Source: an optimization exercise on an open RTL-to-GDS flow (aim: small area, a short achievable clock period and few clock cycles per item). Production flows keep margins and buffers that such runs may drop.
Function was checked by simulation only, so behaviour that the tests miss may differ from the original.
Power is estimated from default activity; no workload was simulated.

==> design/flow/design.v <==
package npu_pkg;
    typedef struct packed {
        logic [32-16-8-1:0] sat_hi;
        logic [16-1:0]                          q8_8;
        logic [8-1:0]                       frac_lo;
    } acc_fields_t;
    typedef union packed {
        logic [32-1:0] raw;
        acc_fields_t           f;
    } acc_word_t;
    typedef enum logic [1:0] {
        act_identity = 2'd0,
        act_relu     = 2'd1,
        act_step     = 2'd2,
        act_spare    = 2'd3
    } act_type_t;
    typedef enum logic [1:0] {
        seq_idle  = 2'd0,
        seq_mac   = 2'd1,
        seq_drain = 2'd2
    } seq_state_t;
endpackage
`timescale 1ns/10ps
module npu_mac_unit (
    input  logic        aclk,
    input  logic        clr,
    input  logic [15:0] w,
    input  logic [7:0]  one,
    input  logic [7:0]  two,
    input  logic [7:0]  neg,
    output logic [31:0] acc_s,
    output logic [31:0] acc_c
);
    logic [31:0] sa, ca, sd, cd;
    logic [17:0] pp0, pp1, pp2, pp3, pp4, pp5, pp6, pp7;
    logic [16:0] wx;
    assign sa = clr ? 32'd0 : acc_s;
    assign ca = clr ? 32'd0 : acc_c;
    assign wx = {w[15], w};
    always_comb begin
        for (int b = 0; b < 17; b++) begin
            pp0[b] = ((one[0] & wx[b]) | (two[0] & (b == 0 ? 1'b0 : wx[b == 0 ? 0 : b - 1]))) ^ neg[0];
        end
        pp0[17] = ~pp0[16];
    end
    always_comb begin
        for (int b = 0; b < 17; b++) begin
            pp1[b] = ((one[1] & wx[b]) | (two[1] & (b == 0 ? 1'b0 : wx[b == 0 ? 0 : b - 1]))) ^ neg[1];
        end
        pp1[17] = ~pp1[16];
    end
    always_comb begin
        for (int b = 0; b < 17; b++) begin
            pp2[b] = ((one[2] & wx[b]) | (two[2] & (b == 0 ? 1'b0 : wx[b == 0 ? 0 : b - 1]))) ^ neg[2];
        end
        pp2[17] = ~pp2[16];
    end
    always_comb begin
        for (int b = 0; b < 17; b++) begin
            pp3[b] = ((one[3] & wx[b]) | (two[3] & (b == 0 ? 1'b0 : wx[b == 0 ? 0 : b - 1]))) ^ neg[3];
        end
        pp3[17] = ~pp3[16];
    end
    always_comb begin
        for (int b = 0; b < 17; b++) begin
            pp4[b] = ((one[4] & wx[b]) | (two[4] & (b == 0 ? 1'b0 : wx[b == 0 ? 0 : b - 1]))) ^ neg[4];
        end
        pp4[17] = ~pp4[16];
    end
    always_comb begin
        for (int b = 0; b < 17; b++) begin
            pp5[b] = ((one[5] & wx[b]) | (two[5] & (b == 0 ? 1'b0 : wx[b == 0 ? 0 : b - 1]))) ^ neg[5];
        end
        pp5[17] = ~pp5[16];
    end
    always_comb begin
        for (int b = 0; b < 17; b++) begin
            pp6[b] = ((one[6] & wx[b]) | (two[6] & (b == 0 ? 1'b0 : wx[b == 0 ? 0 : b - 1]))) ^ neg[6];
        end
        pp6[17] = ~pp6[16];
    end
    always_comb begin
        for (int b = 0; b < 17; b++) begin
            pp7[b] = ((one[7] & wx[b]) | (two[7] & (b == 0 ? 1'b0 : wx[b == 0 ? 0 : b - 1]))) ^ neg[7];
        end
        pp7[17] = ~pp7[16];
    end
    wire s1 = pp0[12] ^ pp1[10];
    wire k2 = pp0[12] & pp1[10];
    wire s3 = pp0[13] ^ pp1[11];
    wire k4 = pp0[13] & pp1[11];
    wire s5 = pp0[14] ^ pp1[12] ^ pp2[10];
    wire k6 = (pp0[14] & pp1[12]) | (pp2[10] & (pp0[14] ^ pp1[12]));
    wire s7 = pp3[8] ^ pp4[6];
    wire k8 = pp3[8] & pp4[6];
    wire s9 = pp0[15] ^ pp1[13] ^ pp2[11];
    wire k10 = (pp0[15] & pp1[13]) | (pp2[11] & (pp0[15] ^ pp1[13]));
    wire s11 = pp3[9] ^ pp4[7];
    wire k12 = pp3[9] & pp4[7];
    wire s13 = pp0[16] ^ pp1[14] ^ pp2[12];
    wire k14 = (pp0[16] & pp1[14]) | (pp2[12] & (pp0[16] ^ pp1[14]));
    wire s15 = pp3[10] ^ pp4[8];
    wire k16 = pp3[10] & pp4[8];
    wire s17 = pp0[17] ^ pp1[15] ^ pp2[13];
    wire k18 = (pp0[17] & pp1[15]) | (pp2[13] & (pp0[17] ^ pp1[15]));
    wire s19 = pp3[11] ^ pp4[9] ^ pp5[7];
    wire k20 = (pp3[11] & pp4[9]) | (pp5[7] & (pp3[11] ^ pp4[9]));
    wire s21 = pp1[16] ^ pp2[14] ^ pp3[12];
    wire k22 = (pp1[16] & pp2[14]) | (pp3[12] & (pp1[16] ^ pp2[14]));
    wire s23 = pp4[10] ^ pp5[8];
    wire k24 = pp4[10] & pp5[8];
    wire s25 = pp1[17] ^ pp2[15] ^ pp3[13];
    wire k26 = (pp1[17] & pp2[15]) | (pp3[13] & (pp1[17] ^ pp2[15]));
    wire s27 = pp2[16] ^ pp3[14];
    wire k28 = pp2[16] & pp3[14];
    wire s29 = pp0[6] ^ pp1[4];
    wire k30 = pp0[6] & pp1[4];
    wire s31 = pp0[7] ^ pp1[5];
    wire k32 = pp0[7] & pp1[5];
    wire s33 = pp0[8] ^ pp1[6] ^ pp2[4];
    wire k34 = (pp0[8] & pp1[6]) | (pp2[4] & (pp0[8] ^ pp1[6]));
    wire s35 = pp3[2] ^ pp4[0];
    wire k36 = pp3[2] & pp4[0];
    wire s37 = pp0[9] ^ pp1[7] ^ pp2[5];
    wire k38 = (pp0[9] & pp1[7]) | (pp2[5] & (pp0[9] ^ pp1[7]));
    wire s39 = pp3[3] ^ pp4[1];
    wire k40 = pp3[3] & pp4[1];
    wire s41 = pp0[10] ^ pp1[8] ^ pp2[6];
    wire k42 = (pp0[10] & pp1[8]) | (pp2[6] & (pp0[10] ^ pp1[8]));
    wire s43 = pp3[4] ^ pp4[2] ^ pp5[0];
    wire k44 = (pp3[4] & pp4[2]) | (pp5[0] & (pp3[4] ^ pp4[2]));
    wire s45 = neg[5] ^ sa[10];
    wire k46 = neg[5] & sa[10];
    wire s47 = pp0[11] ^ pp1[9] ^ pp2[7];
    wire k48 = (pp0[11] & pp1[9]) | (pp2[7] & (pp0[11] ^ pp1[9]));
    wire s49 = pp3[5] ^ pp4[3] ^ pp5[1];
    wire k50 = (pp3[5] & pp4[3]) | (pp5[1] & (pp3[5] ^ pp4[3]));
    wire s51 = sa[11] ^ ca[11];
    wire k52 = sa[11] & ca[11];
    wire s53 = s1 ^ pp2[8] ^ pp3[6];
    wire k54 = (s1 & pp2[8]) | (pp3[6] & (s1 ^ pp2[8]));
    wire s55 = pp4[4] ^ pp5[2] ^ pp6[0];
    wire k56 = (pp4[4] & pp5[2]) | (pp6[0] & (pp4[4] ^ pp5[2]));
    wire s57 = neg[6] ^ sa[12] ^ ca[12];
    wire k58 = (neg[6] & sa[12]) | (ca[12] & (neg[6] ^ sa[12]));
    wire s59 = k2 ^ s3 ^ pp2[9];
    wire k60 = (k2 & s3) | (pp2[9] & (k2 ^ s3));
    wire s61 = pp3[7] ^ pp4[5] ^ pp5[3];
    wire k62 = (pp3[7] & pp4[5]) | (pp5[3] & (pp3[7] ^ pp4[5]));
    wire s63 = pp6[1] ^ sa[13] ^ ca[13];
    wire k64 = (pp6[1] & sa[13]) | (ca[13] & (pp6[1] ^ sa[13]));
    wire s65 = k4 ^ s5 ^ s7;
    wire k66 = (k4 & s5) | (s7 & (k4 ^ s5));
    wire s67 = pp5[4] ^ pp6[2] ^ pp7[0];
    wire k68 = (pp5[4] & pp6[2]) | (pp7[0] & (pp5[4] ^ pp6[2]));
    wire s69 = neg[7] ^ sa[14] ^ ca[14];
    wire k70 = (neg[7] & sa[14]) | (ca[14] & (neg[7] ^ sa[14]));
    wire s71 = k6 ^ k8 ^ s9;
    wire k72 = (k6 & k8) | (s9 & (k6 ^ k8));
    wire s73 = s11 ^ pp5[5] ^ pp6[3];
    wire k74 = (s11 & pp5[5]) | (pp6[3] & (s11 ^ pp5[5]));
    wire s75 = pp7[1] ^ sa[15] ^ ca[15];
    wire k76 = (pp7[1] & sa[15]) | (ca[15] & (pp7[1] ^ sa[15]));
    wire s77 = k10 ^ k12 ^ s13;
    wire k78 = (k10 & k12) | (s13 & (k10 ^ k12));
    wire s79 = s15 ^ pp5[6] ^ pp6[4];
    wire k80 = (s15 & pp5[6]) | (pp6[4] & (s15 ^ pp5[6]));
    wire s81 = pp7[2] ^ sa[16] ^ ca[16];
    wire k82 = (pp7[2] & sa[16]) | (ca[16] & (pp7[2] ^ sa[16]));
    wire s83 = k14 ^ k16 ^ s17;
    wire k84 = (k14 & k16) | (s17 & (k14 ^ k16));
    wire s85 = s19 ^ pp6[5] ^ pp7[3];
    wire k86 = (s19 & pp6[5]) | (pp7[3] & (s19 ^ pp6[5]));
    wire s87 = 1'b1 ^ sa[17] ^ ca[17];
    wire k88 = (1'b1 & sa[17]) | (ca[17] & (1'b1 ^ sa[17]));
    wire s89 = k18 ^ k20 ^ s21;
    wire k90 = (k18 & k20) | (s21 & (k18 ^ k20));
    wire s91 = s23 ^ pp6[6] ^ pp7[4];
    wire k92 = (s23 & pp6[6]) | (pp7[4] & (s23 ^ pp6[6]));
    wire s93 = 1'b1 ^ sa[18] ^ ca[18];
    wire k94 = (1'b1 & sa[18]) | (ca[18] & (1'b1 ^ sa[18]));
    wire s95 = k22 ^ k24 ^ s25;
    wire k96 = (k22 & k24) | (s25 & (k22 ^ k24));
    wire s97 = pp4[11] ^ pp5[9] ^ pp6[7];
    wire k98 = (pp4[11] & pp5[9]) | (pp6[7] & (pp4[11] ^ pp5[9]));
    wire s99 = pp7[5] ^ sa[19] ^ ca[19];
    wire k100 = (pp7[5] & sa[19]) | (ca[19] & (pp7[5] ^ sa[19]));
    wire s101 = k26 ^ s27 ^ pp4[12];
    wire k102 = (k26 & s27) | (pp4[12] & (k26 ^ s27));
    wire s103 = pp5[10] ^ pp6[8] ^ pp7[6];
    wire k104 = (pp5[10] & pp6[8]) | (pp7[6] & (pp5[10] ^ pp6[8]));
    wire s105 = 1'b1 ^ sa[20] ^ ca[20];
    wire k106 = (1'b1 & sa[20]) | (ca[20] & (1'b1 ^ sa[20]));
    wire s107 = k28 ^ pp2[17] ^ pp3[15];
    wire k108 = (k28 & pp2[17]) | (pp3[15] & (k28 ^ pp2[17]));
    wire s109 = pp4[13] ^ pp5[11] ^ pp6[9];
    wire k110 = (pp4[13] & pp5[11]) | (pp6[9] & (pp4[13] ^ pp5[11]));
    wire s111 = pp7[7] ^ sa[21] ^ ca[21];
    wire k112 = (pp7[7] & sa[21]) | (ca[21] & (pp7[7] ^ sa[21]));
    wire s113 = pp3[16] ^ pp4[14] ^ pp5[12];
    wire k114 = (pp3[16] & pp4[14]) | (pp5[12] & (pp3[16] ^ pp4[14]));
    wire s115 = pp6[10] ^ pp7[8] ^ 1'b1;
    wire k116 = (pp6[10] & pp7[8]) | (1'b1 & (pp6[10] ^ pp7[8]));
    wire s117 = sa[22] ^ ca[22];
    wire k118 = sa[22] & ca[22];
    wire s119 = pp3[17] ^ pp4[15] ^ pp5[13];
    wire k120 = (pp3[17] & pp4[15]) | (pp5[13] & (pp3[17] ^ pp4[15]));
    wire s121 = pp6[11] ^ pp7[9] ^ sa[23];
    wire k122 = (pp6[11] & pp7[9]) | (sa[23] & (pp6[11] ^ pp7[9]));
    wire s123 = pp4[16] ^ pp5[14] ^ pp6[12];
    wire k124 = (pp4[16] & pp5[14]) | (pp6[12] & (pp4[16] ^ pp5[14]));
    wire s125 = pp7[10] ^ 1'b1;
    wire k126 = pp7[10] & 1'b1;
    wire s127 = pp4[17] ^ pp5[15] ^ pp6[13];
    wire k128 = (pp4[17] & pp5[15]) | (pp6[13] & (pp4[17] ^ pp5[15]));
    wire s129 = pp5[16] ^ pp6[14];
    wire k130 = pp5[16] & pp6[14];
    wire s131 = pp0[2] ^ pp1[0];
    wire k132 = pp0[2] & pp1[0];
    wire s133 = pp0[3] ^ pp1[1];
    wire k134 = pp0[3] & pp1[1];
    wire s135 = pp0[4] ^ pp1[2] ^ pp2[0];
    wire k136 = (pp0[4] & pp1[2]) | (pp2[0] & (pp0[4] ^ pp1[2]));
    wire s137 = neg[2] ^ sa[4];
    wire k138 = neg[2] & sa[4];
    wire s139 = pp0[5] ^ pp1[3] ^ pp2[1];
    wire k140 = (pp0[5] & pp1[3]) | (pp2[1] & (pp0[5] ^ pp1[3]));
    wire s141 = sa[5] ^ ca[5];
    wire k142 = sa[5] & ca[5];
    wire s143 = s29 ^ pp2[2] ^ pp3[0];
    wire k144 = (s29 & pp2[2]) | (pp3[0] & (s29 ^ pp2[2]));
    wire s145 = neg[3] ^ sa[6] ^ ca[6];
    wire k146 = (neg[3] & sa[6]) | (ca[6] & (neg[3] ^ sa[6]));
    wire s147 = k30 ^ s31 ^ pp2[3];
    wire k148 = (k30 & s31) | (pp2[3] & (k30 ^ s31));
    wire s149 = pp3[1] ^ sa[7] ^ ca[7];
    wire k150 = (pp3[1] & sa[7]) | (ca[7] & (pp3[1] ^ sa[7]));
    wire s151 = k32 ^ s33 ^ s35;
    wire k152 = (k32 & s33) | (s35 & (k32 ^ s33));
    wire s153 = neg[4] ^ sa[8] ^ ca[8];
    wire k154 = (neg[4] & sa[8]) | (ca[8] & (neg[4] ^ sa[8]));
    wire s155 = k34 ^ k36 ^ s37;
    wire k156 = (k34 & k36) | (s37 & (k34 ^ k36));
    wire s157 = s39 ^ sa[9] ^ ca[9];
    wire k158 = (s39 & sa[9]) | (ca[9] & (s39 ^ sa[9]));
    wire s159 = k38 ^ k40 ^ s41;
    wire k160 = (k38 & k40) | (s41 & (k38 ^ k40));
    wire s161 = s43 ^ s45 ^ ca[10];
    wire k162 = (s43 & s45) | (ca[10] & (s43 ^ s45));
    wire s163 = k42 ^ k44 ^ k46;
    wire k164 = (k42 & k44) | (k46 & (k42 ^ k44));
    wire s165 = s47 ^ s49 ^ s51;
    wire k166 = (s47 & s49) | (s51 & (s47 ^ s49));
    wire s167 = k48 ^ k50 ^ k52;
    wire k168 = (k48 & k50) | (k52 & (k48 ^ k50));
    wire s169 = s53 ^ s55 ^ s57;
    wire k170 = (s53 & s55) | (s57 & (s53 ^ s55));
    wire s171 = k54 ^ k56 ^ k58;
    wire k172 = (k54 & k56) | (k58 & (k54 ^ k56));
    wire s173 = s59 ^ s61 ^ s63;
    wire k174 = (s59 & s61) | (s63 & (s59 ^ s61));
    wire s175 = k60 ^ k62 ^ k64;
    wire k176 = (k60 & k62) | (k64 & (k60 ^ k62));
    wire s177 = s65 ^ s67 ^ s69;
    wire k178 = (s65 & s67) | (s69 & (s65 ^ s67));
    wire s179 = k66 ^ k68 ^ k70;
    wire k180 = (k66 & k68) | (k70 & (k66 ^ k68));
    wire s181 = s71 ^ s73 ^ s75;
    wire k182 = (s71 & s73) | (s75 & (s71 ^ s73));
    wire s183 = k72 ^ k74 ^ k76;
    wire k184 = (k72 & k74) | (k76 & (k72 ^ k74));
    wire s185 = s77 ^ s79 ^ s81;
    wire k186 = (s77 & s79) | (s81 & (s77 ^ s79));
    wire s187 = k78 ^ k80 ^ k82;
    wire k188 = (k78 & k80) | (k82 & (k78 ^ k80));
    wire s189 = s83 ^ s85 ^ s87;
    wire k190 = (s83 & s85) | (s87 & (s83 ^ s85));
    wire s191 = k84 ^ k86 ^ k88;
    wire k192 = (k84 & k86) | (k88 & (k84 ^ k86));
    wire s193 = s89 ^ s91 ^ s93;
    wire k194 = (s89 & s91) | (s93 & (s89 ^ s91));
    wire s195 = k90 ^ k92 ^ k94;
    wire k196 = (k90 & k92) | (k94 & (k90 ^ k92));
    wire s197 = s95 ^ s97 ^ s99;
    wire k198 = (s95 & s97) | (s99 & (s95 ^ s97));
    wire s199 = k96 ^ k98 ^ k100;
    wire k200 = (k96 & k98) | (k100 & (k96 ^ k98));
    wire s201 = s101 ^ s103 ^ s105;
    wire k202 = (s101 & s103) | (s105 & (s101 ^ s103));
    wire s203 = k102 ^ k104 ^ k106;
    wire k204 = (k102 & k104) | (k106 & (k102 ^ k104));
    wire s205 = s107 ^ s109 ^ s111;
    wire k206 = (s107 & s109) | (s111 & (s107 ^ s109));
    wire s207 = k108 ^ k110 ^ k112;
    wire k208 = (k108 & k110) | (k112 & (k108 ^ k110));
    wire s209 = s113 ^ s115 ^ s117;
    wire k210 = (s113 & s115) | (s117 & (s113 ^ s115));
    wire s211 = k114 ^ k116 ^ k118;
    wire k212 = (k114 & k116) | (k118 & (k114 ^ k116));
    wire s213 = s119 ^ s121 ^ ca[23];
    wire k214 = (s119 & s121) | (ca[23] & (s119 ^ s121));
    wire s215 = k120 ^ k122 ^ s123;
    wire k216 = (k120 & k122) | (s123 & (k120 ^ k122));
    wire s217 = s125 ^ sa[24] ^ ca[24];
    wire k218 = (s125 & sa[24]) | (ca[24] & (s125 ^ sa[24]));
    wire s219 = k124 ^ k126 ^ s127;
    wire k220 = (k124 & k126) | (s127 & (k124 ^ k126));
    wire s221 = pp7[11] ^ sa[25] ^ ca[25];
    wire k222 = (pp7[11] & sa[25]) | (ca[25] & (pp7[11] ^ sa[25]));
    wire s223 = k128 ^ s129 ^ pp7[12];
    wire k224 = (k128 & s129) | (pp7[12] & (k128 ^ s129));
    wire s225 = 1'b1 ^ sa[26] ^ ca[26];
    wire k226 = (1'b1 & sa[26]) | (ca[26] & (1'b1 ^ sa[26]));
    wire s227 = k130 ^ pp5[17] ^ pp6[15];
    wire k228 = (k130 & pp5[17]) | (pp6[15] & (k130 ^ pp5[17]));
    wire s229 = pp7[13] ^ sa[27] ^ ca[27];
    wire k230 = (pp7[13] & sa[27]) | (ca[27] & (pp7[13] ^ sa[27]));
    wire s231 = pp6[16] ^ pp7[14] ^ 1'b1;
    wire k232 = (pp6[16] & pp7[14]) | (1'b1 & (pp6[16] ^ pp7[14]));
    wire s233 = sa[28] ^ ca[28];
    wire k234 = sa[28] & ca[28];
    wire s235 = pp6[17] ^ pp7[15] ^ sa[29];
    wire k236 = (pp6[17] & pp7[15]) | (sa[29] & (pp6[17] ^ pp7[15]));
    wire s237 = pp7[16] ^ 1'b1;
    wire k238 = pp7[16] & 1'b1;
    wire s239 = pp0[0] ^ neg[0];
    wire k240 = pp0[0] & neg[0];
    wire s241 = pp0[1] ^ sa[1];
    wire k242 = pp0[1] & sa[1];
    wire s243 = s131 ^ neg[1] ^ sa[2];
    wire k244 = (s131 & neg[1]) | (sa[2] & (s131 ^ neg[1]));
    wire s245 = k132 ^ s133 ^ sa[3];
    wire k246 = (k132 & s133) | (sa[3] & (k132 ^ s133));
    wire s247 = k134 ^ s135 ^ s137;
    wire k248 = (k134 & s135) | (s137 & (k134 ^ s135));
    wire s249 = k136 ^ k138 ^ s139;
    wire k250 = (k136 & k138) | (s139 & (k136 ^ k138));
    wire s251 = k140 ^ k142 ^ s143;
    wire k252 = (k140 & k142) | (s143 & (k140 ^ k142));
    wire s253 = k144 ^ k146 ^ s147;
    wire k254 = (k144 & k146) | (s147 & (k144 ^ k146));
    wire s255 = k148 ^ k150 ^ s151;
    wire k256 = (k148 & k150) | (s151 & (k148 ^ k150));
    wire s257 = k152 ^ k154 ^ s155;
    wire k258 = (k152 & k154) | (s155 & (k152 ^ k154));
    wire s259 = k156 ^ k158 ^ s159;
    wire k260 = (k156 & k158) | (s159 & (k156 ^ k158));
    wire s261 = k160 ^ k162 ^ s163;
    wire k262 = (k160 & k162) | (s163 & (k160 ^ k162));
    wire s263 = k164 ^ k166 ^ s167;
    wire k264 = (k164 & k166) | (s167 & (k164 ^ k166));
    wire s265 = k168 ^ k170 ^ s171;
    wire k266 = (k168 & k170) | (s171 & (k168 ^ k170));
    wire s267 = k172 ^ k174 ^ s175;
    wire k268 = (k172 & k174) | (s175 & (k172 ^ k174));
    wire s269 = k176 ^ k178 ^ s179;
    wire k270 = (k176 & k178) | (s179 & (k176 ^ k178));
    wire s271 = k180 ^ k182 ^ s183;
    wire k272 = (k180 & k182) | (s183 & (k180 ^ k182));
    wire s273 = k184 ^ k186 ^ s187;
    wire k274 = (k184 & k186) | (s187 & (k184 ^ k186));
    wire s275 = k188 ^ k190 ^ s191;
    wire k276 = (k188 & k190) | (s191 & (k188 ^ k190));
    wire s277 = k192 ^ k194 ^ s195;
    wire k278 = (k192 & k194) | (s195 & (k192 ^ k194));
    wire s279 = k196 ^ k198 ^ s199;
    wire k280 = (k196 & k198) | (s199 & (k196 ^ k198));
    wire s281 = k200 ^ k202 ^ s203;
    wire k282 = (k200 & k202) | (s203 & (k200 ^ k202));
    wire s283 = k204 ^ k206 ^ s207;
    wire k284 = (k204 & k206) | (s207 & (k204 ^ k206));
    wire s285 = k208 ^ k210 ^ s211;
    wire k286 = (k208 & k210) | (s211 & (k208 ^ k210));
    wire s287 = k212 ^ k214 ^ s215;
    wire k288 = (k212 & k214) | (s215 & (k212 ^ k214));
    wire s289 = k216 ^ k218 ^ s219;
    wire k290 = (k216 & k218) | (s219 & (k216 ^ k218));
    wire s291 = k220 ^ k222 ^ s223;
    wire k292 = (k220 & k222) | (s223 & (k220 ^ k222));
    wire s293 = k224 ^ k226 ^ s227;
    wire k294 = (k224 & k226) | (s227 & (k224 ^ k226));
    wire s295 = k228 ^ k230 ^ s231;
    wire k296 = (k228 & k230) | (s231 & (k228 ^ k230));
    wire s297 = k232 ^ k234 ^ s235;
    wire k298 = (k232 & k234) | (s235 & (k232 ^ k234));
    wire s299 = k236 ^ s237 ^ sa[30];
    wire k300 = (k236 & s237) | (sa[30] & (k236 ^ s237));
    wire s301 = k238 ^ pp7[17] ^ sa[31];
    wire k302 = (k238 & pp7[17]) | (sa[31] & (k238 ^ pp7[17]));
    wire s303 = s239 ^ sa[0];
    wire k304 = s239 & sa[0];
    wire s305 = k240 ^ s241 ^ ca[1];
    wire k306 = (k240 & s241) | (ca[1] & (k240 ^ s241));
    wire s307 = k242 ^ s243 ^ ca[2];
    wire k308 = (k242 & s243) | (ca[2] & (k242 ^ s243));
    wire s309 = k244 ^ s245 ^ ca[3];
    wire k310 = (k244 & s245) | (ca[3] & (k244 ^ s245));
    wire s311 = k246 ^ s247 ^ ca[4];
    wire k312 = (k246 & s247) | (ca[4] & (k246 ^ s247));
    wire s313 = k248 ^ s249 ^ s141;
    wire k314 = (k248 & s249) | (s141 & (k248 ^ s249));
    wire s315 = k250 ^ s251 ^ s145;
    wire k316 = (k250 & s251) | (s145 & (k250 ^ s251));
    wire s317 = k252 ^ s253 ^ s149;
    wire k318 = (k252 & s253) | (s149 & (k252 ^ s253));
    wire s319 = k254 ^ s255 ^ s153;
    wire k320 = (k254 & s255) | (s153 & (k254 ^ s255));
    wire s321 = k256 ^ s257 ^ s157;
    wire k322 = (k256 & s257) | (s157 & (k256 ^ s257));
    wire s323 = k258 ^ s259 ^ s161;
    wire k324 = (k258 & s259) | (s161 & (k258 ^ s259));
    wire s325 = k260 ^ s261 ^ s165;
    wire k326 = (k260 & s261) | (s165 & (k260 ^ s261));
    wire s327 = k262 ^ s263 ^ s169;
    wire k328 = (k262 & s263) | (s169 & (k262 ^ s263));
    wire s329 = k264 ^ s265 ^ s173;
    wire k330 = (k264 & s265) | (s173 & (k264 ^ s265));
    wire s331 = k266 ^ s267 ^ s177;
    wire k332 = (k266 & s267) | (s177 & (k266 ^ s267));
    wire s333 = k268 ^ s269 ^ s181;
    wire k334 = (k268 & s269) | (s181 & (k268 ^ s269));
    wire s335 = k270 ^ s271 ^ s185;
    wire k336 = (k270 & s271) | (s185 & (k270 ^ s271));
    wire s337 = k272 ^ s273 ^ s189;
    wire k338 = (k272 & s273) | (s189 & (k272 ^ s273));
    wire s339 = k274 ^ s275 ^ s193;
    wire k340 = (k274 & s275) | (s193 & (k274 ^ s275));
    wire s341 = k276 ^ s277 ^ s197;
    wire k342 = (k276 & s277) | (s197 & (k276 ^ s277));
    wire s343 = k278 ^ s279 ^ s201;
    wire k344 = (k278 & s279) | (s201 & (k278 ^ s279));
    wire s345 = k280 ^ s281 ^ s205;
    wire k346 = (k280 & s281) | (s205 & (k280 ^ s281));
    wire s347 = k282 ^ s283 ^ s209;
    wire k348 = (k282 & s283) | (s209 & (k282 ^ s283));
    wire s349 = k284 ^ s285 ^ s213;
    wire k350 = (k284 & s285) | (s213 & (k284 ^ s285));
    wire s351 = k286 ^ s287 ^ s217;
    wire k352 = (k286 & s287) | (s217 & (k286 ^ s287));
    wire s353 = k288 ^ s289 ^ s221;
    wire k354 = (k288 & s289) | (s221 & (k288 ^ s289));
    wire s355 = k290 ^ s291 ^ s225;
    wire k356 = (k290 & s291) | (s225 & (k290 ^ s291));
    wire s357 = k292 ^ s293 ^ s229;
    wire k358 = (k292 & s293) | (s229 & (k292 ^ s293));
    wire s359 = k294 ^ s295 ^ s233;
    wire k360 = (k294 & s295) | (s233 & (k294 ^ s295));
    wire s361 = k296 ^ s297 ^ ca[29];
    wire k362 = (k296 & s297) | (ca[29] & (k296 ^ s297));
    wire s363 = k298 ^ s299 ^ ca[30];
    wire k364 = (k298 & s299) | (ca[30] & (k298 ^ s299));
    wire s365 = k300 ^ s301 ^ ca[31];
    wire k366 = (k300 & s301) | (ca[31] & (k300 ^ s301));
    assign sd = {k364, k362, k360, k358, k356, k354, k352, k350, k348, k346, k344, k342, k340, k338, k336, k334, k332, k330, k328, k326, k324, k322, k320, k318, k316, k314, k312, k310, k308, k306, k304, s303};
    assign cd = {s365, s363, s361, s359, s357, s355, s353, s351, s349, s347, s345, s343, s341, s339, s337, s335, s333, s331, s329, s327, s325, s323, s321, s319, s317, s315, s313, s311, s309, s307, s305, ca[0]};
    always_ff @(posedge aclk) begin
        acc_s <= sd;
        acc_c <= cd;
    end
endmodule
`timescale 1ns/10ps
module npu_activation (
    input  npu_pkg::act_type_t     act_sel,
    input  logic [32-1:0]  acc_s,
    input  logic [32-1:0]  acc_c,
    output logic [16-1:0] result
);
    localparam logic [16-1:0] sat_max = {1'b0, {(16-1){1'b1}}};
    localparam logic [16-1:0] sat_min = {1'b1, {(16-1){1'b0}}};
    localparam logic [16-1:0] q_one = 16'h0100;
    npu_pkg::acc_word_t sum;
    logic               overflow;
    logic [16-1:0] reduced;
    assign sum.raw = acc_s + acc_c;
    assign overflow = sum.f.sat_hi != {$bits(sum.f.sat_hi){sum.f.q8_8[16-1]}};
    assign reduced  = !overflow ? sum.f.q8_8 :
                      sum.raw[32-1] ? sat_min : sat_max;
    always_comb begin
        case (act_sel)
            npu_pkg::act_relu: result = sum.raw[32-1] ? '0 : reduced;
            npu_pkg::act_step: result = (!sum.raw[32-1] && sum.raw != '0) ? q_one : '0;
            default:           result = reduced;
        endcase
    end
endmodule
`timescale 1ns/10ps
module npu_top (
    input  logic                       aclk,
    input  logic                       rst_n,
    input  logic                       reg_wr,
    input  logic                       reg_rd,
    input  logic [8-1:0] reg_addr,
    input  logic [16-1:0]     reg_wdata,
    output logic [16-1:0]     reg_rdata,
    output logic                       reg_rvalid,
    output logic                       interrupt
);
    localparam int dim = 8;
    localparam int dw  = 16;
    logic ctrl_wr, in_wr, wt_wr, start;
    logic [2:0] col_addr;
    assign ctrl_wr  = reg_wr && (reg_addr == 8'h00);
    assign in_wr    = reg_wr && (reg_addr[7:3] == 5'b00010);
    assign wt_wr    = reg_wr && (reg_addr[7:6] == 2'b01);
    assign col_addr = reg_addr[2:0];
    logic [dw-1:0] x_mem [dim];
    logic [dw-1:0] w_mem [dim][dim];
    always_ff @(posedge aclk) begin
        for (int j = 0; j < dim; j++) begin
            if (in_wr && col_addr == 3'(j)) x_mem[j] <= reg_wdata;
        end
        for (int i = 0; i < dim; i++) begin
            for (int j = 0; j < dim; j++) begin
                if (wt_wr && reg_addr[5:3] == 3'(i) && col_addr == 3'(j)) w_mem[i][j] <= reg_wdata;
            end
        end
    end
    logic       busy, done;
    logic [7:0] issued;      
    logic       col_valid;   
    logic       kill;        
    logic       all_issued, conflict, issue, fire, acc_clr;
    logic [2:0] next_col, sel_col;
    npu_pkg::act_type_t act_sel;
    assign all_issued = &issued;
    assign start      = ctrl_wr && reg_wdata[0] && !busy;
    assign conflict   = (in_wr || wt_wr) && issued[col_addr];
    assign fire       = busy && all_issued && !col_valid;
    assign issue      = busy ? !all_issued : in_wr;
    assign acc_clr    = kill || fire;
    always_comb begin
        next_col = '0;
        for (int j = dim - 1; j >= 0; j--) begin
            if (!issued[j]) next_col = 3'(j);
        end
    end
    assign sel_col = busy ? next_col : col_addr;
    always_ff @(posedge aclk) begin
        if (!rst_n) begin
            busy      <= 1'b0;
            done      <= 1'b0;
            issued    <= '0;
            col_valid <= 1'b0;
            kill      <= 1'b1;
            act_sel   <= npu_pkg::act_identity;
        end else begin
            col_valid <= issue;
            kill      <= conflict;
            if (fire) begin
                issued <= '0;
            end else begin
                issued <= (conflict ? 8'd0 : issued) | (issue ? (8'd1 << sel_col) : 8'd0);
            end
            if (start) begin
                busy    <= 1'b1;
                done    <= 1'b0;
                act_sel <= npu_pkg::act_type_t'(reg_wdata[2:1]);
            end else if (fire) begin
                busy <= 1'b0;
                done <= 1'b1;
            end
        end
    end
    assign interrupt = done;
    logic [dw-1:0] col_w [dim];
    logic [dw-1:0] x_val;
    logic [dw:0]   x_ext;
    logic [7:0]    b_one, b_two, b_neg;
    assign x_val = busy ? x_mem[next_col] : reg_wdata;
    assign x_ext = {x_val, 1'b0};
    always_ff @(posedge aclk) begin
        for (int i = 0; i < dim; i++) col_w[i] <= w_mem[i][sel_col];
        for (int k = 0; k < 8; k++) begin
            b_one[k] <= rst_n && issue && (x_ext[2*k+1] ^ x_ext[2*k]);
            b_two[k] <= rst_n && issue &&
                        ((x_ext[2*k+2] && !x_ext[2*k+1] && !x_ext[2*k]) ||
                         (!x_ext[2*k+2] && x_ext[2*k+1] && x_ext[2*k]));
            b_neg[k] <= rst_n && issue && x_ext[2*k+2] && !(x_ext[2*k+1] && x_ext[2*k]);
        end
    end
    logic [32-1:0] acc_s [dim];
    logic [32-1:0] acc_c [dim];
    logic [dw-1:0]         row_y [dim];
    logic [dw-1:0]         y_mem [dim];
    for (genvar i = 0; i < dim; i++) begin : g_row
        npu_mac_unit i_mac (
            .aclk  (aclk),
            .clr   (acc_clr),
            .w     (col_w[i]),
            .one   (b_one),
            .two   (b_two),
            .neg   (b_neg),
            .acc_s (acc_s[i]),
            .acc_c (acc_c[i])
        );
        npu_activation i_act (
            .act_sel (act_sel),
            .acc_s   (acc_s[i]),
            .acc_c   (acc_c[i]),
            .result  (row_y[i])
        );
    end
    always_ff @(posedge aclk) begin
        if (fire) begin
            for (int i = 0; i < dim; i++) y_mem[i] <= row_y[i];
        end
    end
    always_ff @(posedge aclk) begin
        reg_rvalid <= rst_n && reg_rd;
        if (reg_addr[7:3] == 5'b00100) begin
            reg_rdata <= y_mem[col_addr];
        end else if (reg_addr == 8'h01) begin
            reg_rdata <= {{(dw-2){1'b0}}, done, busy};
        end else begin
            reg_rdata <= '0;
        end
    end
endmodule
==> design/flow/run.sh <==
#!/bin/bash
# synth_recipe.tcl (not shown) runs the flow's synth.tcl, then flattens the netlist and writes it again
# the make line also repeats each setting of config.mk as NAME=value (left out here)
make -C /OpenROAD-flow-scripts/flow DESIGN_CONFIG=/design/flow/config.mk WORK_HOME=/design/flow/orfs CLKGATE_MAP_FILE= SYNTH_SCRIPT=/design/flow/synth_recipe.tcl finish
==> design/flow/config.mk <==
export PLATFORM = sky130hd
export DESIGN_NAME = npu_top
export DESIGN_NICKNAME = npu_top
export VERILOG_FILES = /design/flow/design.v
export SDC_FILE = /design/flow/constraint.sdc
export NUM_CORES = 4
export LEC_CHECK = 0
export CAP_MARGIN = 20
export CORE_MARGIN = 2
export CORE_UTILIZATION = 40
export SLEW_MARGIN = 20
==> design/flow/constraint.sdc <==
create_clock -name core_clock -period 10.0 [get_ports {aclk}]
set_input_delay 2.0000 -clock core_clock [delete_from_list [all_inputs] [get_ports {aclk}]]
set_output_delay 2.0000 -clock core_clock [all_outputs]
set_load 0.01 [all_outputs]
==> report_table.html, run 1 <==
<table>
<tr><th>Metric</th><th>Value</th></tr>
<tr><th colspan="2">Outcome</th></tr>
<tr><td>Run status</td><td>complete, no violations</td></tr>
<tr><th colspan="2">Clock network</th></tr>
<tr><td>Post-CTS Setup Repair Bufs</td><td>0</td></tr>
<tr><td>Clock slew at reported path FFs</td><td>0.06 ns</td></tr>
<tr><td>Clock tree root driver cell</td><td>clkbuf_16</td></tr>
<tr><td>Source-to-sink clock delay at the later pin of the worst-skew pair</td><td>roughly 0.95 ns</td></tr>
<tr><td>Deepest clock path buffer count</td><td>4</td></tr>
<tr><td>Number of clock buffers inserted by TritonCTS</td><td>220</td></tr>
<tr><td>CTS tree</td><td>yes</td></tr>
<tr><td>CTS resizes</td><td>0</td></tr>
<tr><td>Count of hold buffers inserted by post-cts repair</td><td>0</td></tr>
<tr><td>TritonCTS sink count</td><td>slightly below 2000</td></tr>
<tr><td>Clock H-tree levels</td><td>4</td></tr>
<tr><th colspan="2">GRT</th></tr>
<tr><td>Largest net degree at the start of global routing</td><td>about 180</td></tr>
<tr><td>Via count of the first global-routing pass</td><td>a little under 100k</td></tr>
<tr><td>Remaining Overflow, GRT</td><td>0</td></tr>
<tr><td>Initial antenna violation count</td><td>20</td></tr>
<tr><td>First-pass GRT wire length</td><td>roughly 630 mm</td></tr>
<tr><td>Overall routing resource usage</td><td>between 20% and 30%</td></tr>
<tr><th colspan="2">STA</th></tr>
<tr><td>Achievable clock frequency</td><td>roughly 0.19 GHz</td></tr>
<tr><td>Final count of pins violating max slew</td><td>0</td></tr>
<tr><td>Worst-case setup margin in the final layout</td><td>~4.7 ns</td></tr>
<tr><td>Total negative slack for setup checks</td><td>0 ns</td></tr>
<tr><td>RSZ-0062 raised after global routing</td><td>false</td></tr>
<tr><td>Number of endpoints with negative hold slack in the final report</td><td>0</td></tr>
<tr><td>Worst slew pin tran</td><td>about 1.3 ns</td></tr>
<tr><td>Hold_ws</td><td>0.462 ns</td></tr>
<tr><td>Final count of negative-setup-slack endpoints</td><td>0</td></tr>
<tr><td>Final critical-path required period</td><td>roughly 5.3 ns</td></tr>
<tr><td>Share of the clock period used by the worst path</td><td>a little over half</td></tr>
<tr><td>Worst Clk Skew</td><td>roughly 0.11 ns</td></tr>
<tr><td>Relative slew slack</td><td>between 15 and 20%</td></tr>
<tr><th colspan="2">Critical path</th></tr>
<tr><td>Worst R2R Start</td><td>b_two[0]</td></tr>
<tr><td>Worst R2R Path Depth</td><td>11</td></tr>
<tr><td>Capture point of the worst reg-to-reg path</td><td>g_row[5].i_mac.acc_c[18]</td></tr>
<tr><td>Worst Path Class, Setup</td><td>register to register</td></tr>
<tr><td>Maximum net fanout on the critical path</td><td>48</td></tr>
<tr><td>Endpoint of the worst setup timing path</td><td>g_row[5].i_mac.acc_c[18]</td></tr>
<tr><td>Critical path data required time</td><td>approximately 11 ns</td></tr>
<tr><td>Nature of the critical path startpoint</td><td>register</td></tr>
<tr><td>Flop2flop setup slack</td><td>4.70 ns</td></tr>
<tr><td>Start point of the critical path</td><td>b_two[0]</td></tr>
<tr><td>Data arrival at the endpoint of the critical path</td><td>approximately 6.1 ns</td></tr>
<tr><td>Endpoint type of the worst setup path</td><td>register</td></tr>
<tr><th colspan="2">Detailed routing</th></tr>
<tr><td>Wire length per cell</td><td>24.7 um</td></tr>
<tr><td>DRC errors left</td><td>0</td></tr>
<tr><td>Number of antenna-violating nets in the routed design</td><td>0</td></tr>
<tr><td>Number of optimization iterations in the first detailed-route pass</td><td>10</td></tr>
<tr><td>Final wirelength</td><td>about 420 mm</td></tr>
<tr><td>Vias</td><td>~97000</td></tr>
<tr><td>Via density</td><td>between 5 and 6</td></tr>
<tr><td>Violation count after the first detailed-routing iteration</td><td>about 10000</td></tr>
<tr><th colspan="2">Place</th></tr>
<tr><td>Cell area reported after detailed placement</td><td>0.139 mm2</td></tr>
<tr><td>Count of buffers from port buffering</td><td>45</td></tr>
<tr><td>Final estimated routing congestion in global placement</td><td>0.942</td></tr>
<tr><td>Cell Count Post-Placement</td><td>roughly 17000</td></tr>
<tr><td>Placement-stage worst setup slack</td><td>approximately 4.4 ns</td></tr>
<tr><td>Post-detail-place hpwl</td><td>roughly 280 mm</td></tr>
<tr><th colspan="2">Die</th></tr>
<tr><td>Effective utilization at floorplan</td><td>40.2%</td></tr>
<tr><td>Chip Height</td><td>583 um</td></tr>
<tr><td>Die footprint</td><td>0.340 mm2</td></tr>
<tr><td>Core Footprint</td><td>0.334 mm2</td></tr>
<tr><td>IO Count</td><td>46</td></tr>
<tr><td>Row count</td><td>roughly 210</td></tr>
<tr><td>Die extent in x</td><td>approximately 580 um</td></tr>
<tr><th colspan="2">Power and ir drop</th></tr>
<tr><td>Clock power frac</td><td>a little under a third</td></tr>
<tr><td>Static Leak</td><td>between 50 and 60 nW</td></tr>
<tr><td>Net switching share of the total power</td><td>between 30% and 40%</td></tr>
<tr><td>Net switching component of the power</td><td>about 10 mW</td></tr>
<tr><td>Peak VDD IR</td><td>between 200 and 250 uV</td></tr>
<tr><td>Share of power burned in combinational logic</td><td>between 30% and 40%</td></tr>
<tr><td>Power, Total</td><td>approximately 27 mW</td></tr>
<tr><td>Pwr dens</td><td>about 180 mW/mm2</td></tr>
<tr><td>Internal cell power</td><td>between 15 and 20 mW</td></tr>
<tr><td>Share of power burned in registers</td><td>a little under two fifths</td></tr>
<tr><th colspan="2">Final layout</th></tr>
<tr><td>Filler cell count in the final layout</td><td>roughly 31000</td></tr>
<tr><td>Sequential standard cell area</td><td>between 0.05 and 0.06 mm2</td></tr>
<tr><td>Summed area of non-filler cells in the final layout</td><td>around 0.15 mm2</td></tr>
<tr><td>Ratio of cells with drive above 1 in the final layout</td><td>5.70%</td></tr>
<tr><td>Filler-free cell count of the finished design</td><td>17100</td></tr>
<tr><td>Post-layout net count</td><td>approximately 14000</td></tr>
<tr><td>Multi-input logic area</td><td>0.0726 mm2</td></tr>
<tr><td>Area growth, synth to finish</td><td>8.67%</td></tr>
<tr><td>Final Core Density</td><td>43.7%</td></tr>
<tr><th colspan="2">Synth</th></tr>
<tr><td>Yosys reg bits</td><td>1967</td></tr>
<tr><td>Synthesized netlist cell count</td><td>between 10000 and 15000</td></tr>
<tr><td>Post-synthesis async set-or-reset flop share</td><td>0%</td></tr>
<tr><td>Area share of the leading cell type in the synthesized netlist</td><td>~29%</td></tr>
<tr><td>Cell types occupying the most area after synthesis</td><td>edfxtp_1, fa_1, dfxtp_1</td></tr>
<tr><td>Unique cell type count in the Yosys netlist</td><td>between 100 and 150</td></tr>
<tr><td>Most instantiated cells after synthesis</td><td>inv_1, nand2_1, edfxtp_1, fa_1, a22oi_1</td></tr>
<tr><td>Register area share after synthesis</td><td>38.9%</td></tr>
<tr><td>Total nets after synthesis</td><td>14700</td></tr>
<tr><td>Avg Synthesized Cell Area</td><td>around 10 um2</td></tr>
<tr><td>Most frequent cell after synthesis</td><td>inv_1</td></tr>
<tr><td>Synth Cell Area</td><td>approximately 0.13 mm2</td></tr>
<tr><td>Yosys warning count</td><td>14</td></tr>
<tr><td>Post-synth EDFFs</td><td>around 1300</td></tr>
<tr><td>Cell type with the largest total area after synthesis</td><td>edfxtp_1</td></tr>
<tr><td>Top FF cell, synth</td><td>edfxtp_1</td></tr>
<tr><th colspan="2">Flow run</th></tr>
<tr><td>Number of maximum-capacitance violations</td><td>0</td></tr>
<tr><th colspan="2">Min path</th></tr>
<tr><td>Worst hold path type</td><td>register to register</td></tr>
</table>
worst min-delay path by stage:
stage | start | endpoint | slack (ns) | depth (start not counted)
floorplan | w_mem[12][10] | col_w[1][10] | 0.44 | 2
global placement | w_mem[36][12] | col_w[4][12] | 0.44 | 2
detailed placement | w_mem[12][10] | col_w[1][10] | 0.45 | 2
CTS | w_mem[12][10] | col_w[1][10] | 0.46 | 2
global route | w_mem[36][0] | col_w[4][0] | 0.48 | 1
finish | w_mem[12][10] | col_w[1][10] | 0.46 | 2
layer usage:
metal / wire length (um) / track usage [%] / vias to the layer above
met5: 54 / 0 / -
met4: 18400 / 9.75 / 8
met3: 41300 / 5.48 / 819
met2: 185000 / 37.8 / 4513
met1: 177000 / 33.5 / 48600
li1: - / - / 42800
layout by cell type, fill, tap and decap left out, types with 59 or more instances in the layout:
cell type / Yosys / final
inv_1: 1610 / 1610
nand2_1: 1551 / 1551
edfxtp_1: 1280 / 1280
fa_1: 1192 / 1192
a22oi_1: 1011 / 1011
xnor2_1: 983 / 983
dfxtp_1: 687 / 651
nand3_1: 553 / 553
ha_1: 512 / 512
a21oi_1: 401 / 401
xor2_1: 323 / 323
nor2_1: 280 / 267
o21ai_0: 263 / 263
clkbuf_16: 0 / 225
buf_4: 1 / 219
and2_1: 209 / 209
a21o_1: 114 / 114
a211oi_1: 83 / 82
and3_1: 59 / 59
final cells by class:
type | instances | share of cell area [%]
flip-flops and latches | 1967 | 35.8
inverters | 1614 | 4.17
clock inverters | 107 | 0.680
multi-input cells | 8427 | 49.7
repair buffers | 281 | 1.60
clock buffers | 303 | 4.20
well taps | 4387 | 3.76
diodes | 13 | 0.0223
logic make-up after synthesis:
group	synth area share, %
AND/OR/NAND/NOR	10.0
multiplexers	0.456
AO/OA/AOI/OAI	12.4
flip-flops	38.9
buffers and inverters	7.21
XOR/XNOR	8.52
adder cells (fa/ha/maj)	22.5
power groups by stage:
stage / clock [mW] / sequential [mW] / combinational (mW)
finish: 8.12 / 10.2 / 8.66
global route: 8.56 / 10.2 / 9.54
CTS: 8.24 / 10.1 / 8.55
detailed placement: 0 / 10.3 / 8.50
global placement: 0 / 10.3 / 8.42
floorplan: 0 / 9.91 / 6.03
worst max-delay path, cell delays in order (launching register included):
cell and delay, ns:
dfxtp_4 0.97, or2_2 0.85, nand2_1 0.31, xnor2_1 0.39, inv_1 0.10, fa_1 0.48
inv_1 0.05, fa_1 0.51, fa_1 0.41, fa_1 0.51, inv_1 0.05, fa_1 0.44
registers in the layout, indices dropped and copies added, names as in the netlist, 2 cells and up:
name	flops
y_mem	128
b_one	8
issued	8
x_mem	128
b_two	8
g_row.i_mac.acc_s	256
b_neg	8
w_mem	1024
reg_rdata	16
g_row.i_mac.acc_c	248
col_w	128
act_sel	2
Testbench counts, summed over its fixed seeds: cycles 7,296, runs 256.
==> run 2: changes to the inputs <==
--- a/design/flow/design.v
+++ b/design/flow/design.v
@@ -27,6 +27,7 @@
     input  logic [15:0] w,
     input  logic [7:0]  one,
     input  logic [7:0]  two,
+    input  logic [7:0]  nz,
     input  logic [7:0]  neg,
     output logic [31:0] acc_s,
     output logic [31:0] acc_c
@@ -38,51 +39,59 @@
     assign ca = clr ? 32'd0 : acc_c;
     assign wx = {w[15], w};
     always_comb begin
-        for (int b = 0; b < 17; b++) begin
+        for (int b = 0; b < 16; b++) begin
             pp0[b] = ((one[0] & wx[b]) | (two[0] & (b == 0 ? 1'b0 : wx[b == 0 ? 0 : b - 1]))) ^ neg[0];
         end
+        pp0[16] = (nz[0] & w[15]) ^ neg[0];
         pp0[17] = ~pp0[16];
     end
     always_comb begin
-        for (int b = 0; b < 17; b++) begin
+        for (int b = 0; b < 16; b++) begin
             pp1[b] = ((one[1] & wx[b]) | (two[1] & (b == 0 ? 1'b0 : wx[b == 0 ? 0 : b - 1]))) ^ neg[1];
         end
+        pp1[16] = (nz[1] & w[15]) ^ neg[1];
         pp1[17] = ~pp1[16];
     end
     always_comb begin
-        for (int b = 0; b < 17; b++) begin
+        for (int b = 0; b < 16; b++) begin
             pp2[b] = ((one[2] & wx[b]) | (two[2] & (b == 0 ? 1'b0 : wx[b == 0 ? 0 : b - 1]))) ^ neg[2];
         end
+        pp2[16] = (nz[2] & w[15]) ^ neg[2];
         pp2[17] = ~pp2[16];
     end
     always_comb begin
-        for (int b = 0; b < 17; b++) begin
+        for (int b = 0; b < 16; b++) begin
             pp3[b] = ((one[3] & wx[b]) | (two[3] & (b == 0 ? 1'b0 : wx[b == 0 ? 0 : b - 1]))) ^ neg[3];
         end
+        pp3[16] = (nz[3] & w[15]) ^ neg[3];
         pp3[17] = ~pp3[16];
     end
     always_comb begin
-        for (int b = 0; b < 17; b++) begin
+        for (int b = 0; b < 16; b++) begin
             pp4[b] = ((one[4] & wx[b]) | (two[4] & (b == 0 ? 1'b0 : wx[b == 0 ? 0 : b - 1]))) ^ neg[4];
         end
+        pp4[16] = (nz[4] & w[15]) ^ neg[4];
         pp4[17] = ~pp4[16];
     end
     always_comb begin
-        for (int b = 0; b < 17; b++) begin
+        for (int b = 0; b < 16; b++) begin
             pp5[b] = ((one[5] & wx[b]) | (two[5] & (b == 0 ? 1'b0 : wx[b == 0 ? 0 : b - 1]))) ^ neg[5];
         end
+        pp5[16] = (nz[5] & w[15]) ^ neg[5];
         pp5[17] = ~pp5[16];
     end
     always_comb begin
-        for (int b = 0; b < 17; b++) begin
+        for (int b = 0; b < 16; b++) begin
             pp6[b] = ((one[6] & wx[b]) | (two[6] & (b == 0 ? 1'b0 : wx[b == 0 ? 0 : b - 1]))) ^ neg[6];
         end
+        pp6[16] = (nz[6] & w[15]) ^ neg[6];
         pp6[17] = ~pp6[16];
     end
     always_comb begin
-        for (int b = 0; b < 17; b++) begin
+        for (int b = 0; b < 16; b++) begin
             pp7[b] = ((one[7] & wx[b]) | (two[7] & (b == 0 ? 1'b0 : wx[b == 0 ? 0 : b - 1]))) ^ neg[7];
         end
+        pp7[16] = (nz[7] & w[15]) ^ neg[7];
         pp7[17] = ~pp7[16];
     end
     wire s1 = pp0[12] ^ pp1[10];
@@ -518,16 +527,17 @@
     logic       busy, done;
     logic [7:0] issued;      
     logic       col_valid;   
-    logic       kill;        
-    logic       all_issued, conflict, issue, fire, acc_clr;
+    logic       fire;        
+    logic       acc_clr;     
+    logic       all_issued, conflict, issue;
+    logic       busy_n, col_valid_n;
+    logic [7:0] issued_n;
     logic [2:0] next_col, sel_col;
     npu_pkg::act_type_t act_sel;
     assign all_issued = &issued;
     assign start      = ctrl_wr && reg_wdata[0] && !busy;
     assign conflict   = (in_wr || wt_wr) && issued[col_addr];
-    assign fire       = busy && all_issued && !col_valid;
     assign issue      = busy ? !all_issued : in_wr;
-    assign acc_clr    = kill || fire;
     always_comb begin
         next_col = '0;
         for (int j = dim - 1; j >= 0; j--) begin
@@ -535,49 +545,69 @@
         end
     end
     assign sel_col = busy ? next_col : col_addr;
+    always_comb begin
+        busy_n      = busy;
+        col_valid_n = issue;
+        issued_n    = (conflict ? 8'd0 : issued) | (issue ? (8'd1 << sel_col) : 8'd0);
+        if (start) busy_n = 1'b1;
+        if (fire) begin
+            busy_n   = 1'b0;
+            issued_n = '0;
+        end
+        if (!rst_n) begin
+            busy_n      = 1'b0;
+            col_valid_n = 1'b0;
+            issued_n    = '0;
+        end
+    end
     always_ff @(posedge aclk) begin
+        busy      <= busy_n;
+        col_valid <= col_valid_n;
+        issued    <= issued_n;
+        fire      <= busy_n && (&issued_n) && !col_valid_n;
+        acc_clr   <= !rst_n || conflict || (busy_n && (&issued_n) && !col_valid_n);
         if (!rst_n) begin
-            busy      <= 1'b0;
-            done      <= 1'b0;
-            issued    <= '0;
-            col_valid <= 1'b0;
-            kill      <= 1'b1;
-            act_sel   <= npu_pkg::act_identity;
-        end else begin
-            col_valid <= issue;
-            kill      <= conflict;
-            if (fire) begin
-                issued <= '0;
-            end else begin
-                issued <= (conflict ? 8'd0 : issued) | (issue ? (8'd1 << sel_col) : 8'd0);
-            end
-            if (start) begin
-                busy    <= 1'b1;
-                done    <= 1'b0;
-                act_sel <= npu_pkg::act_type_t'(reg_wdata[2:1]);
-            end else if (fire) begin
-                busy <= 1'b0;
-                done <= 1'b1;
-            end
+            done    <= 1'b0;
+            act_sel <= npu_pkg::act_identity;
+        end else if (start) begin
+            done    <= 1'b0;
+            act_sel <= npu_pkg::act_type_t'(reg_wdata[2:1]);
+        end else if (fire) begin
+            done    <= 1'b1;
         end
     end
     assign interrupt = done;
     logic [dw-1:0] col_w [dim];
     logic [dw-1:0] x_val;
     logic [dw:0]   x_ext;
-    logic [7:0]    b_one, b_two, b_neg;
+    logic [7:0]    b_one, b_two, b_nz, b_neg;
+    logic [7:0]    n_one, n_two, n_nz, n_neg;
+    logic [7:0]    d_one, d_two, d_nz, d_neg, d_top;
+    logic          d_en;
     assign x_val = busy ? x_mem[next_col] : reg_wdata;
     assign x_ext = {x_val, 1'b0};
-    always_ff @(posedge aclk) begin
-        for (int i = 0; i < dim; i++) col_w[i] <= w_mem[i][sel_col];
+    assign d_en = rst_n && issue;
+    always_comb begin
         for (int k = 0; k < 8; k++) begin
-            b_one[k] <= rst_n && issue && (x_ext[2*k+1] ^ x_ext[2*k]);
-            b_two[k] <= rst_n && issue &&
-                        ((x_ext[2*k+2] && !x_ext[2*k+1] && !x_ext[2*k]) ||
-                         (!x_ext[2*k+2] && x_ext[2*k+1] && x_ext[2*k]));
-            b_neg[k] <= rst_n && issue && x_ext[2*k+2] && !(x_ext[2*k+1] && x_ext[2*k]);
+            d_one[k] = d_en && (x_ext[2*k+1] ^ x_ext[2*k]);
+            d_two[k] = d_en && ((x_ext[2*k+2] && !x_ext[2*k+1] && !x_ext[2*k]) ||
+                                (!x_ext[2*k+2] && x_ext[2*k+1] && x_ext[2*k]));
+            d_nz[k]  = d_en && (x_ext[2*k+2] != x_ext[2*k+1] || x_ext[2*k+1] != x_ext[2*k]);
+            d_neg[k] = d_en && x_ext[2*k+2] && !(x_ext[2*k+1] && x_ext[2*k]);
+            d_top[k] = d_en && x_ext[2*k+2];
         end
     end
+    always_ff @(posedge aclk) begin
+        for (int i = 0; i < dim; i++) col_w[i] <= w_mem[i][sel_col];
+        b_one <= d_one;
+        b_two <= d_two;
+        b_nz  <= d_nz;
+        b_neg <= d_neg;
+        n_one <= ~d_one;
+        n_two <= ~d_two;
+        n_nz  <= ~d_nz;
+        n_neg <= ~d_top;
+    end
     logic [32-1:0] acc_s [dim];
     logic [32-1:0] acc_c [dim];
     logic [dw-1:0]         row_y [dim];
@@ -587,9 +617,10 @@
             .aclk  (aclk),
             .clr   (acc_clr),
             .w     (col_w[i]),
-            .one   (b_one),
-            .two   (b_two),
-            .neg   (b_neg),
+            .one   (i < dim / 2 ? b_one : ~n_one),
+            .two   (i < dim / 2 ? b_two : ~n_two),
+            .nz    (i < dim / 2 ? b_nz  : ~n_nz),
+            .neg   (i < dim / 2 ? b_neg : ~n_neg),
             .acc_s (acc_s[i]),
             .acc_c (acc_c[i])
         );
--- a/design/flow/config.mk
+++ b/design/flow/config.mk
@@ -8,4 +8,5 @@
 export CAP_MARGIN = 20
 export CORE_MARGIN = 2
 export CORE_UTILIZATION = 40
+export SETUP_SLACK_MARGIN = 5
 export SLEW_MARGIN = 20
==> report_table.html, run 2 <==
<table>
<tr><th>Metric</th><th>Value</th></tr>
<tr><th colspan="2">GRT</th></tr>
<tr><td>Remaining Overflow, GRT</td><td>0</td></tr>
<tr><td>Initial antenna violation count</td><td>29</td></tr>
<tr><td>Overall routing resource usage</td><td>24.2%</td></tr>
<tr><td>Via count of the first global-routing pass</td><td>approximately 94000</td></tr>
<tr><td>Largest net degree at the start of global routing</td><td>181</td></tr>
<tr><td>First-pass GRT wire length</td><td>around 620 mm</td></tr>
<tr><th colspan="2">Final layout</th></tr>
<tr><td>Filler-free cell count of the finished design</td><td>around 17000</td></tr>
<tr><td>Ratio of cells with drive above 1 in the final layout</td><td>6.88%</td></tr>
<tr><td>Registers with the highest flip-flop counts</td><td>w_mem (1024), g_row.i_mac.acc_s (256), g_row.i_mac.acc_c (248)</td></tr>
<tr><td>Filler cell count in the final layout</td><td>~31000</td></tr>
<tr><td>Multi-input logic area</td><td>0.0720 mm2</td></tr>
<tr><td>Summed area of non-filler cells in the final layout</td><td>approximately 0.15 mm2</td></tr>
<tr><td>Post-layout net count</td><td>~14000</td></tr>
<tr><td>Area growth, synth to finish</td><td>9.39%</td></tr>
<tr><td>Top library cells by usage in the layout, fill and taps aside</td><td>inv_1, edfxtp_1, fa_1</td></tr>
<tr><td>Sequential standard cell area</td><td>0.0531 mm2</td></tr>
<tr><td>Number of flip-flops under the largest register name</td><td>1024</td></tr>
<tr><td>Most common cell after layout, fill and taps aside</td><td>inv_1</td></tr>
<tr><td>Final Core Density</td><td>44.0%</td></tr>
<tr><td>Register containing the most flip-flops in the final layout</td><td>w_mem</td></tr>
<tr><th colspan="2">Clock network</th></tr>
<tr><td>Number of clock buffers inserted by TritonCTS</td><td>between 200 and 250</td></tr>
<tr><td>Clock tree root driver cell</td><td>clkbuf_16</td></tr>
<tr><td>Deepest clock path buffer count</td><td>4</td></tr>
<tr><td>Clock H-tree levels</td><td>4</td></tr>
<tr><td>CTS tree</td><td>yes</td></tr>
<tr><td>Post-CTS Setup Repair Bufs</td><td>0</td></tr>
<tr><td>Clock slew at reported path FFs</td><td>approximately 0.060 ns</td></tr>
<tr><td>Source-to-sink clock delay at the later pin of the worst-skew pair</td><td>roughly 0.93 ns</td></tr>
<tr><td>TritonCTS sink count</td><td>~2000</td></tr>
<tr><th colspan="2">Synth</th></tr>
<tr><td>Cell types occupying the most area after synthesis</td><td>edfxtp_1, fa_1, dfxtp_1</td></tr>
<tr><td>Post-synthesis async set-or-reset flop share</td><td>0%</td></tr>
<tr><td>Post-synth EDFFs</td><td>1280</td></tr>
<tr><td>Total nets after synthesis</td><td>14000</td></tr>
<tr><td>Avg Synthesized Cell Area</td><td>10.9 um2</td></tr>
<tr><td>Yosys reg bits</td><td>2007</td></tr>
<tr><td>Area share of the leading cell type in the synthesized netlist</td><td>28.7%</td></tr>
<tr><td>Synth Cell Area</td><td>0.134 mm2</td></tr>
<tr><td>Top FF cell, synth</td><td>edfxtp_1</td></tr>
<tr><td>Cell type with the largest total area after synthesis</td><td>edfxtp_1</td></tr>
<tr><td>Most frequent cell after synthesis</td><td>inv_1</td></tr>
<tr><td>Register area share after synthesis</td><td>between 30% and 40%</td></tr>
<tr><td>Synthesized netlist cell count</td><td>~12000</td></tr>
<tr><td>Yosys warning count</td><td>14</td></tr>
<tr><td>Unique cell type count in the Yosys netlist</td><td>106</td></tr>
<tr><td>Most instantiated cells after synthesis</td><td>inv_1, edfxtp_1, fa_1, dfxtp_1, xnor2_1</td></tr>
<tr><th colspan="2">STA</th></tr>
<tr><td>Final critical-path required period</td><td>between 4 and 5 ns</td></tr>
<tr><td>Share of the clock period used by the worst path</td><td>between 40% and 50%</td></tr>
<tr><td>Relative slew slack</td><td>16.3%</td></tr>
<tr><td>Number of endpoints with negative hold slack in the final report</td><td>0</td></tr>
<tr><td>Total negative slack for setup checks</td><td>0 ns</td></tr>
<tr><td>Worst slew pin tran</td><td>1.24 ns</td></tr>
<tr><td>Final count of pins violating max slew</td><td>0</td></tr>
<tr><td>RSZ-0062 raised after global routing</td><td>false</td></tr>
<tr><td>Hold_ws</td><td>~0.45 ns</td></tr>
<tr><td>Achievable clock frequency</td><td>0.207 GHz</td></tr>
<tr><td>Final count of negative-setup-slack endpoints</td><td>0</td></tr>
<tr><td>Worst Clk Skew</td><td>between 0.06 and 0.07 ns</td></tr>
<tr><th colspan="2">Die</th></tr>
<tr><td>Row count</td><td>roughly 210</td></tr>
<tr><td>Die footprint</td><td>0.340 mm2</td></tr>
<tr><td>Core Footprint</td><td>about 0.33 mm2</td></tr>
<tr><td>IO Count</td><td>46</td></tr>
<tr><td>Die extent in x</td><td>a little under 600 um</td></tr>
<tr><td>Effective utilization at floorplan</td><td>40.2%</td></tr>
<tr><td>Chip Height</td><td>approximately 600 um</td></tr>
<tr><th colspan="2">Place</th></tr>
<tr><td>Post-detail-place hpwl</td><td>approximately 280 mm</td></tr>
<tr><td>Cell area reported after detailed placement</td><td>approximately 0.14 mm2</td></tr>
<tr><td>Cell Count Post-Placement</td><td>roughly 16000</td></tr>
<tr><td>Count of buffers from port buffering</td><td>between 40 and 50</td></tr>
<tr><td>Final estimated routing congestion in global placement</td><td>between 0.9 and 1</td></tr>
<tr><th colspan="2">Critical path</th></tr>
<tr><td>Worst R2R Path Depth</td><td>11</td></tr>
<tr><td>Slowest cell delay on critical path</td><td>0.64 ns</td></tr>
<tr><td>CP top delay family</td><td>simple AND/OR/NAND/NOR gates</td></tr>
<tr><td>Crit path buffers/inverters</td><td>3</td></tr>
<tr><td>Cell with the largest stage delay on the worst path</td><td>mux2_4</td></tr>
<tr><td>Most frequent cell on the critical path</td><td>buf_4</td></tr>
<tr><td>Capture point of the worst reg-to-reg path</td><td>g_row[0].i_mac.acc_c[18]</td></tr>
<tr><td>Critical path data required time</td><td>approximately 11 ns</td></tr>
<tr><td>Maximum net fanout on the critical path</td><td>between 40 and 50</td></tr>
<tr><td>Worst Path Class, Setup</td><td>input port to register</td></tr>
<tr><td>Flop2flop setup slack</td><td>between 5 and 6 ns</td></tr>
<tr><td>Nature of the critical path startpoint</td><td>input port</td></tr>
<tr><td>Worst R2R Start</td><td>b_neg[0]</td></tr>
<tr><td>Data arrival at the endpoint of the critical path</td><td>between 5 and 6 ns</td></tr>
<tr><td>Endpoint type of the worst setup path</td><td>register</td></tr>
<tr><td>Sequence of cells on the critical path</td><td>buf_2 -&gt; mux2_4 -&gt; buf_4 -&gt; nand2_1 -&gt; nor2_4 -&gt; buf_4 -&gt; a22oi_1 -&gt; nor3_1 -&gt; and4_1 -&gt; nand3b_1</td></tr>
<tr><th colspan="2">Min path</th></tr>
<tr><td>Worst hold path type</td><td>register to register</td></tr>
<tr><td>Hold Path Depth</td><td>2</td></tr>
<tr><td>Startpoint of the most critical hold path</td><td>w_mem[53][13]</td></tr>
<tr><td>Endpoint with the worst hold slack</td><td>col_w[6][13]</td></tr>
<tr><th colspan="2">Power and ir drop</th></tr>
<tr><td>Static Leak</td><td>roughly 57 nW</td></tr>
<tr><td>Clock power frac</td><td>between 30% and 40%</td></tr>
<tr><td>Peak VDD IR</td><td>~200 uV</td></tr>
<tr><td>Net switching component of the power</td><td>10.2 mW</td></tr>
<tr><td>Internal cell power</td><td>around 18 mW</td></tr>
<tr><td>Share of power burned in registers</td><td>36.1%</td></tr>
<tr><td>Share of power burned in combinational logic</td><td>between 30% and 40%</td></tr>
<tr><td>Pwr dens</td><td>approximately 190 mW/mm2</td></tr>
<tr><td>Net switching share of the total power</td><td>a little over a third</td></tr>
<tr><th colspan="2">Detailed routing</th></tr>
<tr><td>Wire length per cell</td><td>roughly 25 um</td></tr>
<tr><td>DRC errors left</td><td>0</td></tr>
<tr><td>Number of antenna-violating nets in the routed design</td><td>0</td></tr>
<tr><td>Number of optimization iterations in the first detailed-route pass</td><td>6</td></tr>
<tr><td>Final wirelength</td><td>416 mm</td></tr>
<tr><td>Violation count after the first detailed-routing iteration</td><td>10300</td></tr>
<tr><td>Via density</td><td>5.65</td></tr>
<tr><td>Vias</td><td>about 93000</td></tr>
<tr><th colspan="2">Flow run</th></tr>
<tr><td>Number of maximum-capacitance violations</td><td>0</td></tr>
<tr><th colspan="2">Outcome</th></tr>
<tr><td>Run status</td><td>complete, no violations</td></tr>
</table>
[run 2: cell types whose count changed after synthesis, moves of 257 or more]
cell and delta:
nand2_1 -925, o22ai_1 +469, nand3_1 -357, nand2b_1 +355
a22oi_1 -326, xnor2_1 -278, xor2_1 +257
[run 2: power groups by stage]
stage               combinational (mW)  clock, mW  sequential, mW
global route                      10.3       9.14            10.2
detailed placement                9.18          0            10.4
floorplan                         6.33          0            10.1
CTS                               9.24       8.81            10.2
finish                            9.38       8.69            10.2
global placement                  9.13          0            10.4
[run 2: layout make-up]
class / instances / area share [%]
multi-input cells: 7839 / 49.1
flip-flops and latches: 2007 / 36.2
inverters: 1575 / 4.04
well taps: 4387 / 3.74
repair buffers: 296 / 1.58
clock inverters: 109 / 0.986
diodes: 13 / 0.0222
clock buffers: 304 / 4.27
[run 2: cells by family after synthesis]
family | Yosys count | share of synthesized area (%)
adder cells (fa/ha/maj) | 1718 | 22.7
multiplexers | 122 | 1.49
AND/OR/NAND/NOR | 2111 | 7.91
XOR/XNOR | 1285 | 8.40
AO/OA/AOI/OAI | 2602 | 13.1
buffers and inverters | 2435 | 6.86
flip-flops | 2007 | 39.5
[run 2: metal layers]
layer	GRT usage (%)	share of wire (%)
met3	5.51	10
met4	8.03	3.5
met2	37.0	44
met1	34.0	43
met5	0	0.042
[run 2: how the worst max path moves through the flow]
stage | from | to | slack, ns | cells after the start
2_1_floorplan | reg_addr[1] | w_mem[31][0] | 5.56 | 6
3_3_place_gp | reg_addr[2] | acc_clr | 3.44 | 10
3_5_place_dp | reg_addr[2] | acc_clr | 3.49 | 10
4_1_cts | reg_addr[1] | col_w[7][8] | 5.11 | 8
5_1_grt | g_row[1].i_mac.acc_s[8] | y_mem[1][3] | 5.02 | 10
6_report | reg_addr[1] | acc_clr | 5.18 | 10
[run 2: repair_timing]
| item | in CTS | in global routing |
|---|---|---|
| endpoints found under the setup margin | 25 | 48 |
| pin swaps | 1 | 0 |
| cloned | 1 | 0 |
| hold buffers | 0 | 0 |
| resized for setup | 5 | 8 |
[run 2: worst min-delay path: cells and delay by family (launching register included)]
kind	cells	cell delay, ns
AO/OA/AOI/OAI	1	0.07
flip-flops	1	0.33
AND/OR/NAND/NOR	1	0.07
[run 2: metrics by stage]
stage          setup WS [ns]  power, mW
6_report                5.18       28.3
5_1_grt                 5.02       29.6
4_1_cts                 5.11       28.2
3_5_place_dp            3.49       19.5
3_3_place_gp            3.44       19.5
2_1_floorplan           5.56       16.4
Testbench counts of run 2, summed over its fixed seeds: cycles 7,296, runs 256.

[re-timing with driven ports]
How much do the figures lean on ideal ports? The routed layouts below were timed once more, with nothing changed but the port constraints. Step 1: set_driving_cell puts a clkbuf_16 on aclk and a buf_2 on each other input, an assumption about the parent block. Step 2 also shifts input and output timing later by t, the mid clock arrival at the registers, as if the neighbouring blocks saw the same clock. Three values: ideal, step 1, step 2; two values: the first two.
run	t, ns	setup slack, ns	hold slack, ns	clock arrival spread, ns	worst register clock-pin slew, ns
run 1	1.020	4.704 / 4.704 / 4.303	0.462 / 0.462 / 0.462	0.121 / 0.122	0.07 / 0.07
run 2	0.990	5.180 / 4.981 / 3.991	0.450 / 0.450 / 0.450	0.066 / 0.065	0.07 / 0.07
After both steps setup and hold are still met in every run listed. The setup slack of run 2, which loses most, moves by -0.199 ns with the drivers and by -1.189 ns with both steps.
